What follows belongs to an exercise in optimizing a design on an open flow for small area, a short achievable clock period and few clock cycles per item; a production flow would make more cautious choices.
No functional check of the RTL was part of this run.
No activity file was given, so power comes from the tool's default toggle rates.

### design/flow/run.sh
#!/bin/bash
# synth_recipe.tcl (not shown) runs the flow's synth.tcl, then flattens the netlist and writes it again
# the make line also repeats each setting of config.mk as NAME=value (left out here)
make -C /OpenROAD-flow-scripts/flow DESIGN_CONFIG=/design/flow/config.mk WORK_HOME=/design/flow/orfs CLKGATE_MAP_FILE= SYNTH_SCRIPT=/design/flow/synth_recipe.tcl finish
### design/flow/config.mk
export PLATFORM = sky130hd
export DESIGN_NAME = kernel_user_access_record_table_unit
export DESIGN_NICKNAME = kernel_user_access_record_table_unit
export VERILOG_FILES = /design/flow/design.v
export SDC_FILE = /design/flow/constraint.sdc
export NUM_CORES = 4
export LEC_CHECK = 0
export CAP_MARGIN = 20
export CORE_MARGIN = 2
export CORE_UTILIZATION = 40
export SLEW_MARGIN = 20
### design/flow/constraint.sdc
create_clock -name core_clock -period 6.0 [get_ports {aclk}]
set_input_delay 1.2000 -clock core_clock [delete_from_list [all_inputs] [get_ports {aclk}]]
set_output_delay 1.2000 -clock core_clock [all_outputs]
set_load 0.01 [all_outputs]
### design/flow/design.v
`default_nettype none
package kuart_pkg;
    localparam int unsigned DEFAULT_TABLE_DEPTH = 16;
    localparam int unsigned MAX_OUT             = 16;
    localparam logic [31:0] USER_LIMIT          = 32'h8000_0000;
    localparam logic [31:0] PAGE_MASK           = 32'hFFFF_F000;
    localparam logic [31:0] EXEMPT_RESET        = 32'h02B4_0020;
    localparam logic [1:0] KIND_FAULT   = 2'd0;
    localparam logic [1:0] KIND_RELEASE = 2'd1;
    localparam logic [1:0] KIND_HOLDER  = 2'd2;
    localparam logic [1:0] KIND_NONE    = 2'd3;
    localparam logic REG_TARGET = 1'b0;
    localparam logic REG_EXEMPT = 1'b1;
    localparam int unsigned S_TDATA_W = 136;
    localparam int unsigned M_TDATA_W = 40;
endpackage
`default_nettype wire
`default_nettype none
module kernel_user_access_record_table_unit #(
    parameter int unsigned TABLE_DEPTH = kuart_pkg::DEFAULT_TABLE_DEPTH
) (
    input  wire logic                   aclk,
    input  wire logic                   aresetn,
    input  wire logic                   s_tvalid,
    output logic                        s_tready,
    input  wire logic [kuart_pkg::S_TDATA_W-1:0] s_tdata,
    input  wire logic [1:0]             s_tuser,
    output logic                        m_tvalid,
    input  wire logic                   m_tready,
    output logic [kuart_pkg::M_TDATA_W-1:0] m_tdata,
    output logic                        m_tlast,
    input  wire logic                   cfg_we,
    input  wire logic                   cfg_index,
    input  wire logic [31:0]            cfg_data
);
    localparam int unsigned N = TABLE_DEPTH;
    logic [31:0] target_reg, exempt_reg;
    logic [N-1:0] valid_reg, pend_reg;
    logic [31:0] ent_ctx [N];
    logic [31:0] ent_thr [N];
    logic [30:0] ent_adr [N];
    logic [31:0] ent_pc  [N];
    logic [N-1:0] ent_thr0;
    logic        r_valid;
    logic        r_fault, r_rel, r_hold;
    logic        r_viol, r_rd, r_relok, r_thr0, r_lowpg;
    logic [31:0] r_ctx, r_thr, r_pc;
    logic [30:0] r_adr;
    logic        q_valid;
    logic        q_fault, q_viol, q_rd, q_thr0;
    logic [31:0] q_ctx, q_thr, q_pc;
    logic [30:0] q_adr;
    logic [N-1:0] q_vd, q_vr, q_vh;
    logic        out_viol_reg, out_dbl_reg, out_rec_reg, out_hit_reg, out_rel_reg;
    logic        out_last_reg;
    logic [30:0] out_adr_reg;
    function automatic logic [N-1:0] lowest(input logic [N-1:0] v);
        logic seen;
        seen = 1'b0;
        for (int k = 0; k < N; k++) begin
            lowest[k] = v[k] && !seen;
            seen = seen || v[k];
        end
    endfunction
    logic [31:0] i_ctx, i_thr, i_adr, i_pc;
    logic i_user, i_prot, i_wr, i_ac, i_ptew, i_pass;
    logic [1:0] i_rpl;
    assign i_ctx  = s_tdata[31:0];
    assign i_thr  = s_tdata[63:32];
    assign i_adr  = s_tdata[95:64];
    assign i_pc   = s_tdata[127:96];
    assign i_user = s_tdata[128];
    assign i_prot = s_tdata[129];
    assign i_wr   = s_tdata[130];
    assign i_rpl  = s_tdata[132:131];
    assign i_ac   = s_tdata[133];
    assign i_ptew = s_tdata[134];
    assign i_pass = (i_ctx == target_reg) && !i_adr[31] && i_prot &&
                    !(i_wr && !i_ptew) && !i_user && (i_rpl != 2'd3) && !i_ac;
    logic [N-1:0] free_v, free_1h;
    assign free_v  = ~valid_reg & ~pend_reg;
    assign free_1h = lowest(free_v);
    logic f_dbl, f_rel, f_hold;
    always_comb begin
        logic pg_eq, adr_eq, pc_eq, ctx_eq, thr_eq;
        pg_eq  = (q_adr[30:12] == r_adr[30:12]);
        adr_eq = pg_eq && (q_adr[11:0] == r_adr[11:0]);
        pc_eq  = (q_pc == r_pc);
        ctx_eq = (q_ctx == r_ctx);
        thr_eq = (q_thr == r_thr);
        f_dbl  = adr_eq && !pc_eq;
        f_rel  = (ctx_eq && thr_eq) || q_thr0;
        f_hold = thr_eq && pg_eq;
    end
    logic [N-1:0] c_dbl, c_rel, c_hold;
    for (genvar i = 0; i < N; i++) begin : g_cmp
        logic adr_eq, pg_eq, pc_eq, ctx_eq, thr_eq;
        assign pg_eq  = (ent_adr[i][30:12] == r_adr[30:12]);
        assign adr_eq = pg_eq && (ent_adr[i][11:0] == r_adr[11:0]);
        assign pc_eq  = (ent_pc[i] == r_pc);
        assign ctx_eq = (ent_ctx[i] == r_ctx);
        assign thr_eq = (ent_thr[i] == r_thr);
        assign c_dbl[i]  = free_1h[i] ? f_dbl  : (adr_eq && !pc_eq);
        assign c_rel[i]  = free_1h[i] ? f_rel  : ((ctx_eq && thr_eq) || ent_thr0[i]);
        assign c_hold[i] = free_1h[i] ? f_hold : (thr_eq && pg_eq);
    end
    logic [N-1:0] vd, rel_v, hold_1h, sel_v, sel_1h, sel_rest;
    logic dbl_any, free_any, rec, pend_any;
    logic out_free, go, emit_p, adv;
    assign vd       = q_vd & valid_reg;
    assign dbl_any  = |vd;
    assign free_any = |free_v;
    assign rec      = q_fault && q_rd && !dbl_any && free_any;
    assign rel_v    = q_vr & valid_reg;
    assign hold_1h  = lowest(q_vh & valid_reg);
    assign pend_any = |pend_reg;
    assign out_free = !m_tvalid || m_tready;
    assign go       = q_valid && !pend_any && out_free;
    assign emit_p   = pend_any && out_free;
    assign adv      = r_valid && (!q_valid || go);
    assign s_tready = !r_valid || !q_valid || go;
    assign sel_v    = pend_any ? pend_reg : (rel_v | hold_1h);
    assign sel_1h   = lowest(sel_v);
    assign sel_rest = sel_v & ~sel_1h;
    logic [30:0] sel_adr;
    always_comb begin
        sel_adr = '0;
        for (int i = 0; i < N; i++)
            if (sel_1h[i]) sel_adr = sel_adr | ent_adr[i];
    end
    assign m_tdata = {3'd0, 1'b0, out_adr_reg, out_rel_reg, out_hit_reg, out_rec_reg,
                      out_dbl_reg, out_viol_reg};
    assign m_tlast = out_last_reg;
    always_ff @(posedge aclk) begin
        if (!aresetn) begin
            target_reg <= 32'd0;
            exempt_reg <= kuart_pkg::EXEMPT_RESET;
            valid_reg  <= '0;
            pend_reg   <= '0;
            r_valid    <= 1'b0;
            q_valid    <= 1'b0;
            m_tvalid   <= 1'b0;
        end else begin
            if (cfg_we) begin
                if (cfg_index == kuart_pkg::REG_TARGET) target_reg <= cfg_data;
                else                                    exempt_reg <= cfg_data;
            end
            if (s_tvalid && s_tready) r_valid <= (s_tuser != kuart_pkg::KIND_NONE);
            else if (adv)             r_valid <= 1'b0;
            if (adv)     q_valid <= 1'b1;
            else if (go) q_valid <= 1'b0;
            if (go) valid_reg <= (valid_reg | (rec ? free_1h : '0)) & ~rel_v & ~hold_1h;
            if (go || emit_p) pend_reg <= sel_rest;
            if (go || emit_p)  m_tvalid <= 1'b1;
            else if (m_tready) m_tvalid <= 1'b0;
        end
    end
    always_ff @(posedge aclk) begin
        if (s_tvalid && s_tready) begin
            r_fault <= (s_tuser == kuart_pkg::KIND_FAULT);
            r_rel   <= (s_tuser == kuart_pkg::KIND_RELEASE);
            r_hold  <= (s_tuser == kuart_pkg::KIND_HOLDER);
            r_viol  <= i_pass;
            r_rd    <= i_pass && !i_wr;
            r_relok <= (i_ctx != exempt_reg);
            r_thr0  <= (i_thr == 32'd0);
            r_lowpg <= !i_adr[31];
            r_ctx   <= i_ctx;
            r_thr   <= i_thr;
            r_adr   <= i_adr[30:0];
            r_pc    <= i_pc;
        end
    end
    always_ff @(posedge aclk) begin
        if (adv) begin
            q_fault <= r_fault;
            q_viol  <= r_viol;
            q_rd    <= r_rd;
            q_thr0  <= r_thr0;
            q_ctx   <= r_ctx;
            q_thr   <= r_thr;
            q_adr   <= r_adr;
            q_pc    <= r_pc;
            q_vd    <= (r_fault && r_rd) ? c_dbl : '0;
            q_vr    <= (r_rel && r_relok) ? c_rel : '0;
            q_vh    <= (r_hold && r_lowpg) ? c_hold : '0;
        end
    end
    always_ff @(posedge aclk) begin
        if (go || emit_p) begin
            out_viol_reg <= !pend_any && q_fault && q_viol;
            out_dbl_reg  <= !pend_any && dbl_any;
            out_rec_reg  <= !pend_any && rec;
            out_hit_reg  <= !pend_any && (|hold_1h);
            out_rel_reg  <= |sel_v;
            out_adr_reg  <= sel_adr;
            out_last_reg <= !(|sel_rest);
        end
    end
    always_ff @(posedge aclk) begin
        for (int i = 0; i < N; i++) begin
            if (free_1h[i]) begin
                ent_ctx[i]  <= q_ctx;
                ent_thr[i]  <= q_thr;
                ent_adr[i]  <= q_adr;
                ent_pc[i]   <= q_pc;
                ent_thr0[i] <= q_thr0;
            end
        end
    end
endmodule
`default_nettype wire
==> results.rst <==
.. list-table::
   :header-rows: 1

   * - Metric
     - Value
   * - Number of max-capacitance violations reported
     - 0
   * - Total number of vias
     - 63830
   * - Leading post-synthesis cells by cell area
     - sky130_fd_sc_hd__edfxtp_1, sky130_fd_sc_hd__xor2_1, sky130_fd_sc_hd__xnor2_1
   * - Final-layout fill cell count
     - 22830
   * - Die W
     - 519.3 um
   * - Number of standard-cell rows in the floorplan
     - 189
   * - Die ar.
     - 269700 um2
   * - Iteration count of the initial detailed-routing pass
     - 8
   * - Worst hold slack
     - 0.4173 ns
   * - Largest fanout of any net on the critical path
     - 19
   * - Area of the mapped netlist
     - 106200 um2
   * - Core area
     - 264600 um2
   * - Worst hold path class
     - flop to flop
   * - Regs by FF count
     - ent_ctx x512, ent_pc x512, ent_thr x512
   * - Cell taking the most area after synthesis
     - sky130_fd_sc_hd__edfxtp_1
   * - Maximum ir drop on the vdd rail
     - 0.2931 mV
   * - Non-filler instance count after layout
     - 11190
   * - GRT overflow
     - 0
   * - Share of post-route cells with drive strength above 1
     - 10.15%
   * - Clock transition at the registers of the reported paths
     - 0.06 ns
   * - Sink count of the clock tree
     - 2497
   * - Count of final hold-check violations
     - 0
   * - # port buffers
     - 213
   * - Status
     - finished clean
   * - Cells after DPL
     - 10690
   * - Clock tree from TritonCTS
     - yes
   * - Time the final worst path needs with I/O delays and setup
     - 5.401 ns
   * - DP Wirelength
     - 209500 um
   * - Mean area per synthesized cell
     - 15.20 um2
   * - # nets final
     - 7628
   * - Period utilisation layout
     - 90.02%
   * - Total global-route track usage
     - 24.45%
   * - Via count normalized by instance count
     - 5.703
   * - FFs w/ async S/R, synth
     - 0%
   * - Buffers and inverters on the worst path
     - 2
   * - Sort of element at the end of the critical path
     - output pin
   * - Count of hold-fix buffers inserted at cts
     - 0
   * - Total Routed Length
     - 338800 um
   * - Proportion of netlist area held by the largest area contributor
     - 67.81%
   * - Worst slew margin relative to its limit
     - 12.45%
   * - Least-Margin Pin Slew
     - 1.280 ns
   * - F_max
     - 0.1851 GHz
   * - Post-CTS sizing
     - 0
   * - RSZ-0062 raised after global routing
     - no
   * - Detail Route Antenna Nets
     - 0
   * - Vias in the first global route
     - 61800
   * - Number of antenna violations at the first check in global routing
     - 30
   * - Setup crit start kind
     - flop
   * - Max-slew violations
     - 0
   * - GP Congestion
     - 0.9011
   * - First-pass GRT wire length
     - 469100 um
   * - Yosys cell types
     - 83
   * - Sequential fraction of the synthesis area
     - 69.66%
   * - Warning count from the yosys run
     - 5
   * - Library cell contributing the largest single delay on the critical path
     - sky130_fd_sc_hd__clkdlybuf4s50_1
   * - Top delay family on crit path
     - simple AND/OR/NAND/NOR gates
   * - Top-level port count
     - 219
   * - Critical setup path kind
     - flop to output pin
   * - Leakage component of the power
     - 0.03964 uW
   * - Number of cells produced by synthesis
     - 6990
   * - Clk root buf
     - sky130_fd_sc_hd__clkbuf_16
   * - Initial Util
     - 40.14%
   * - Cell breakdown of the critical path
     - or3_1 > or4_4 > nor2_8 > nand3_1 > buf_4 > nand3_1 > clkdlybuf4s50_1
   * - Average routed wire per standard cell
     - 30.27 um
   * - Area growth from synthesis to final layout
     - 15.83%
   * - Total number of H-tree levels
     - 5
   * - Finish-stage setup viols
     - 0
   * - Seq cells post-synth
     - 2497
   * - Slowest Stage Delay on Critical Path
     - 0.63 ns
   * - Height of the chip
     - 519.3 um
   * - Detailed-route DRC error count
     - 0
   * - Number of buffers added for setup after CTS
     - 0
   * - Latest clock arrival within the worst-skew pair
     - 0.97 ns
   * - Maximum number of pins on one net before global-route repair
     - 134
   * - Power density normalized to cell area
     - 312.8 nW/um2
   * - Worst EP arrival
     - 4.20 ns
   * - TritonCTS buffer count
     - 291
   * - Clock Tree Buf Depth
     - 4
   * - Count of flip-flops with a built-in enable after synthesis
     - 2399
   * - Data required time of the worst path
     - 4.80 ns
   * - 1st-iter DRT viols
     - 8103
   * - Most frequent cell on the critical path
     - sky130_fd_sc_hd__nand3_1
   * - Most instantiated flip-flop cell in the synthesis netlist
     - sky130_fd_sc_hd__edfxtp_1
   * - Clock skew
     - 0.09077 ns
## cell type report
type / count / area, um2 / area share (%)
Clock inverter: 129 / 1089 / 0.8847
Timing Repair Buffer: 545 / 4800 / 3.901
Tap cell: 3533 / 4420 / 3.593
Antenna cell: 6 / 15.01 / 0.01220
Clock buffer: 365 / 7742 / 6.293
Multi-Input combinational cell: 4099 / 30880 / 25.09
Sequential cell: 2497 / 74000 / 60.14
Inverter: 18 / 96.34 / 0.07830
## through the flow
step	setup WS (ns)	utilization (%)	area [um2]	total power (uW)	setup TNS, ns
6_report	0.5988	46.50	123000	38480	0
5_1_grt	0.5211	46.50	123000	39420	0
4_1_cts	0.5821	46.48	123000	38660	0
3_5_place_dp	1.440	43.14	114200	22030	0
3_3_place_gp	1.438	43.12	114100	22000	0
2_1_floorplan	-6.885	-	106300	20960	-4145.20
## layer usage
metal	routed length [um]	vias up	part of all wire, %	global-route usage (%)
li1	-	26880	-	-
met3	31720	572	9.4	4.505
met1	142300	33050	42	34.80
met5	74	-	0.022	0
met4	11140	10	3.3	8.037
met2	153600	3318	45	37.78
## power by group
| group | internal (uW) | total (uW) | switching, uW |
|---|---|---|---|
| registers | 19300 | 19600 | 305 |
| clock network | 9830 | 16800 | 6950 |
| logic | 745 | 2120 | 1380 |
## cell families (layout without fill, tap and decap cells)
group	after synthesis	after routing	synth area share, %
flops	2497	2497	69.66
xor+xnor	2223	2223	18.33
simple gates	1345	1345	6.866
compound gates	524	524	3.574
buf+inv	397	1057	1.539
fa+ha+maj	2	2	0.01885
other cells	1	10	0.003530
mux	1	1	0.009423
## worst paths after layout
kind | slack, ns | cells after the start | endpoint | start
worst max-delay path | 0.60 | 7 | s_tready | pend_reg[1]$_SDFFE_PN0P_
worst min-delay path | 0.42 | 0 | q_viol$_DFFE_PP_ | r_viol$_DFFE_PP_
worst max register to register | 1.26 | 10 | out_adr_reg[5]$_DFFE_PP_ | pend_reg[1]$_SDFFE_PN0P_
worst min register to register | 0.42 | 0 | q_viol$_DFFE_PP_ | r_viol$_DFFE_PP_
## cell usage after synthesis, drive strengths merged, types with 7 or more instances
master   count
nor2        96
edfxtp    2399
nor3        38
and2        12
a2111oi     10
a21o         7
a21oi      148
a211oi      39
dfxtp       98
xor2      1329
nand3      119
a222oi      65
a22o        36
buf         52
nor4       407
nand4      320
and3         8
a31oi       14
nand2      311
inv         17
xnor2      894
a22oi       54
a21boi      64
o21ai       33
clkbuf     327
## layout by cell type (no fill, tap or decap), types with 8 or more instances in the layout
cell	instances
sky130_fd_sc_hd__edfxtp_1	2399
sky130_fd_sc_hd__xor2_1	1329
sky130_fd_sc_hd__xnor2_1	894
sky130_fd_sc_hd__nor4_1	393
sky130_fd_sc_hd__nand4_1	320
sky130_fd_sc_hd__buf_4	316
sky130_fd_sc_hd__nand2_1	310
sky130_fd_sc_hd__clkbuf_16	298
sky130_fd_sc_hd__clkdlybuf4s50_1	212
sky130_fd_sc_hd__a21oi_1	146
sky130_fd_sc_hd__nand3_1	118
sky130_fd_sc_hd__dfxtp_1	97
sky130_fd_sc_hd__nor2_1	95
sky130_fd_sc_hd__a222oi_1	65
sky130_fd_sc_hd__a21boi_0	63
sky130_fd_sc_hd__clkbuf_1	63
sky130_fd_sc_hd__clkinv_1	55
sky130_fd_sc_hd__a22oi_1	54
sky130_fd_sc_hd__clkinv_2	43
sky130_fd_sc_hd__a211oi_1	39
sky130_fd_sc_hd__a22o_1	36
sky130_fd_sc_hd__o21ai_0	28
sky130_fd_sc_hd__nor3_1	25
sky130_fd_sc_hd__bufinv_16	17
sky130_fd_sc_hd__a31oi_1	13
sky130_fd_sc_hd__nor3_2	12
sky130_fd_sc_hd__inv_1	11
sky130_fd_sc_hd__buf_12	11
sky130_fd_sc_hd__nor4_2	10
sky130_fd_sc_hd__and2_1	10
sky130_fd_sc_hd__a2111oi_0	10
sky130_fd_sc_hd__and3_1	8
sky130_fd_sc_hd__inv_6	8
## worst reg2reg max path, stage by stage, from the launching register on
cell                        delay [ns]
sky130_fd_sc_hd__dfxtp_1          0.42
sky130_fd_sc_hd__or3_1            0.56
sky130_fd_sc_hd__nor4_2           0.65
sky130_fd_sc_hd__nand2_2          0.06
sky130_fd_sc_hd__buf_4            0.22
sky130_fd_sc_hd__o22a_1           0.49
sky130_fd_sc_hd__buf_4            0.37
sky130_fd_sc_hd__a222oi_1         0.32
sky130_fd_sc_hd__nand2_1          0.18
sky130_fd_sc_hd__a2111oi_0        1.02
sky130_fd_sc_hd__nand3_1          0.17

re-timing with driven ports:
The results above use ideal ports. As a check the final layout listed here was re-extracted and re-timed, cells and wires unchanged.
Step 1 assumes that a clkbuf_16 drives the clock port and a buf_2 every other input.
Step 2 moves the port delays by t, midway between the first and last clock arrival at a register: inputs arrive t later, outputs are due t later. That takes back most of the time a late clock gives input paths.
a / b / c = ideal / step 1 / step 2; a / b = the first two.
shift t [ns]: 1.022
setup WS [ns]: 0.599 / 0.499 / 1.258
hold WS [ns]: 0.417 / 0.417 / 0.417
worst setup path after step 2: register to register
latest minus earliest clock arrival (ns): 0.095 / 0.094
After both steps setup and hold are still met in this run. For this run, drivers alone change the setup slack by -0.100 ns; drivers and shift together by +0.659 ns.
